Background: an optimization exercise with open tools, aiming at small area. Do not read the settings as production practice. The RTL was checked by simulation tests, not by an equivalence proof against the original design. No driver is modelled on the clock port, so clocking that relies on it looks cheaper here than on a real chip.

// viterbi_decoder
module viterbi_decoder (
  input  logic                       clk,
  input  logic                       sys_rst,
  input  viterbi_pkg::soft_t         soft_i,
  input  logic                       soft_valid_i,
  output logic                       soft_ready_o,
  output viterbi_pkg::decision_vec_t decisions_o,
  output logic                       decision_valid_o,
  output viterbi_pkg::metric_t       state0_metric_o,
  output logic                       normalized_o
);
  viterbi_pkg::soft_t          sym_i;
  logic                        q_accept;
  viterbi_pkg::branch_metric_t metric_00;
  viterbi_pkg::branch_metric_t metric_01;
  viterbi_pkg::branch_metric_t metric_10;
  viterbi_pkg::branch_metric_t metric_11;
  logic                        first_q;
  logic                        second_q;
  logic                        rst_q;
  logic                        clear;
  symbol_pair_collector u_symbol_pair_collector (
    .clk          (clk),
    .sys_rst      (sys_rst),
    .soft_i       (soft_i),
    .soft_valid_i (soft_valid_i),
    .soft_ready_o (soft_ready_o),
    .sym_i_o      (sym_i),
    .q_accept_o   (q_accept)
  );
  branch_metric_unit u_branch_metric_unit (
    .clk         (clk),
    .sym_i_i     (sym_i),
    .sym_q_i     (soft_i),
  ...
Size: ~4900 cells after synthesis, about 1400 flip-flops, ~65000 um2 of cells after synthesis.
==> flow/config.mk <==
export PLATFORM = sky130hd
export DESIGN_NAME = viterbi_decoder
export DESIGN_NICKNAME = viterbi_decoder
export VERILOG_FILES = /design/flow/design.v
export SDC_FILE = /design/flow/constraint.sdc
export NUM_CORES = 4
export LEC_CHECK = 0
export CAP_MARGIN = 5
export CORE_MARGIN = 2
export CORE_UTILIZATION = 70
export SETUP_SLACK_MARGIN = 0.05
export SLEW_MARGIN = 5
==> flow/constraint.sdc <==
create_clock -name core_clock -period 7.0 [get_ports {clk}]
set_input_delay 1.4000 -clock core_clock [delete_from_list [all_inputs] [get_ports {clk}]]
set_output_delay 1.4000 -clock core_clock [all_outputs]
set_load 0.01 [all_outputs]
standard.sh (not shown) runs the stock make flow with config.mk's settings and CLKGATE_MAP_FILE= SYNTH_SCRIPT=/design/flow/synth_recipe.tcl, a recipe that flattens the netlist after the stock synthesis.
==> flow/flow/run.sh <==
#!/bin/bash
# The standard layout, with one change: clock tree synthesis clusters up
# to 27 flip-flops under each clkbuf_16 leaf buffer and inserts no dummy
# loads. Everything else (synthesis, floorplan, power grid, placement,
# routing) is standard.sh unchanged. Its full output goes to standard.log.
set -euo pipefail
export CTS_ARGS="-sink_clustering_enable -repair_clock_nets -dont_use_dummy_load -buf_list sky130_fd_sc_hd__clkbuf_16 -sink_clustering_size 27 -sink_clustering_max_diameter 100"
bash standard.sh > standard.log 2>&1
Next try:
==> flow/flow/run.sh (replaced) <==
#!/bin/bash
# The standard layout, with one change: clock tree synthesis clusters up
# to 24 flip-flops under each clkbuf_16 leaf buffer and inserts no dummy
# loads. Everything else (synthesis, floorplan, power grid, placement,
# routing) is standard.sh unchanged. Its full output goes to standard.log.
set -euo pipefail
export CTS_ARGS="-sink_clustering_enable -repair_clock_nets -dont_use_dummy_load -buf_list sky130_fd_sc_hd__clkbuf_16 -sink_clustering_size 24 -sink_clustering_max_diameter 100"
bash standard.sh > standard.log 2>&1
--- a/flow/config.mk
+++ b/flow/config.mk
@@ -10 +10 @@
-export CORE_UTILIZATION = 70
+export CORE_UTILIZATION = 65
After rerunning:
- The changed run went through all stages and came out clean
- wire length rose by 2.7%
- cell area barely changes
- hold slack gets worse by 0.0058 ns
- sequential share of layout area barely changes
Next try:
--- a/flow/config.mk
+++ b/flow/config.mk
@@ -10,0 +11 @@
+export GPL_ROUTABILITY_DRIVEN = 0
Outcome:
- The changed run finished clean
- core utilization goes up by 0.35 points
- count of clock-buffer cells in the layout does not change
- sequential cell count is unchanged
- cell count stays flat
- setup slack is better by 0.020 ns
- critical path depth goes up by 1
- wire length hardly moves
- die area stays the same

---

## tundra
Another version of the RTL of viterbi_decoder (not shown whole).
Size in the first run: about 67000 µm² of cells after synthesis.
make LEC_CHECK=0 CAP_MARGIN=20 CORE_MARGIN=2 CORE_UTILIZATION=65 CTS_BUF_LIST=sky130_fd_sc_hd__clkbuf_8 SETUP_SLACK_MARGIN=0.1 SLEW_MARGIN=20 finish   # period 7.0 ns
run.sh (not shown) runs the stock make flow with config.mk's settings and CLKGATE_MAP_FILE= SYNTH_SCRIPT=/design/flow/synth_recipe.tcl, a recipe that flattens the netlist after the stock synthesis.
Stock flow here: none of the scripts above is used.
tundra: done, clean on timing, DRC and antenna
## Diff of input files: xenon against tundra
==> flow/flow/run.sh (new file) <==
#!/bin/bash
# The standard layout, with one change: clock tree synthesis clusters up
# to 30 flip-flops under each clkbuf_16 leaf buffer and inserts no dummy
# loads. Everything else (synthesis, floorplan, power grid, placement,
# routing) is standard.sh unchanged. Its full output goes to standard.log.
set -euo pipefail
export CTS_ARGS="-sink_clustering_enable -repair_clock_nets -dont_use_dummy_load -buf_list sky130_fd_sc_hd__clkbuf_16 -sink_clustering_size 30 -sink_clustering_max_diameter 100"
bash standard.sh > standard.log 2>&1
==> flow/standard.sh (new file) <==
#!/bin/bash
# synth_recipe.tcl (not shown) runs the flow's synth.tcl, then flattens the netlist and writes it again
# the make line also repeats each setting of config.mk as NAME=value (left out here)
make -C /OpenROAD-flow-scripts/flow DESIGN_CONFIG=/design/flow/config.mk WORK_HOME=/design/flow/orfs CLKGATE_MAP_FILE= SYNTH_SCRIPT=/design/flow/synth_recipe.tcl "${@:-finish}"
--- a/flow/config.mk
+++ b/flow/config.mk
@@ -9,5 +9,4 @@
 export CORE_MARGIN = 2
 export CORE_UTILIZATION = 65
-export CTS_BUF_LIST = sky130_fd_sc_hd__clkbuf_8
 export SETUP_SLACK_MARGIN = 0.1
 export SLEW_MARGIN = 20
removed: flow/run.sh
[summary]
xenon: H-tree level count lower than tundra
xenon reached the final stage; the timing, design-rule and antenna checks on its layout passed.
Compared with tundra, in xenon synthesized cell area did not really move; number of standard cells in the layout, taps in and fillers out now smaller; met2 layer usage reported by global route increased by 0.36 points relative to the old numbers.
Cell area, xenon vs tundra: down by a few percent
xenon vs tundra: wire length down slightly
What onyx does differently from xenon at the input level:
--- a/flow/config.mk
+++ b/flow/config.mk
@@ -6,7 +6,7 @@
 export NUM_CORES = 4
 export LEC_CHECK = 0
-export CAP_MARGIN = 20
+export CAP_MARGIN = 5
 export CORE_MARGIN = 2
 export CORE_UTILIZATION = 65
-export SETUP_SLACK_MARGIN = 0.1
-export SLEW_MARGIN = 20
+export SETUP_SLACK_MARGIN = 0.05
+export SLEW_MARGIN = 5
Findings:
- onyx vs. xenon: routed wire length lower; non-clock buffer count decreased by about 16% relative to the old numbers.
- | clock slew seen by the registers of the worst setup and hold paths | onyx vs xenon | ≈ equal |
- Number of placed cells counting well taps essentially unchanged between xenon and onyx.
- Design area delta (onyx − xenon): favourable
- Number of multi-input logic gates delta (onyx -> xenon): insignificant
- Sort xenon and onyx by share of the clock period used by the worst path asc -> top: onyx
- onyx — non-clock buffer contribution to total cell area 0.76 points lower, xenon as reference
- The higher number of antenna violations at the first check in global routing came out of xenon.

afterwards: timing with drivers on the ports:
Ports are ideal in the flow. The routed layouts listed here were re-timed in OpenROAD.
Step 1, drivers: a clkbuf_16 drives clk and a buf_2 each remaining input, both assumed.
Step 2 adds t to the input delays and takes it off the output delays; t is the mean of the earliest and latest rising clock arrival at the registers after step 1. Input paths then give back, and output paths get back, about the clock's delay inside the block.
a / b / c = ideal ports / drivers / drivers and shift; a / b = the first two.
run	t, ns	setup WS [ns]	hold WS [ns]	worst register clock-pin slew, ns	worst slew at a driven data input, ns
the first run of note 1	0.774	0.147 / 0.147 / 0.147	0.353 / 0.353 / 0.353	0.11 / 0.11	0.05
the second run of note 1	0.742	0.107 / 0.107 / 0.107	0.347 / 0.347 / 0.347	0.10 / 0.10	0.05
the third run of note 1	0.738	0.127 / 0.127 / 0.127	0.341 / 0.341 / 0.341	0.10 / 0.10	0.04
tundra	0.978	0.110 / 0.110 / 0.110	0.386 / 0.386 / 0.386	0.07 / 0.07	0.04
xenon	0.784	0.150 / 0.150 / 0.150	0.403 / 0.403 / 0.403	0.12 / 0.12	0.04
onyx	0.766	0.180 / 0.180 / 0.180	0.362 / 0.362 / 0.362	0.12 / 0.12	0.03
After both steps setup and hold are still met in every run listed.
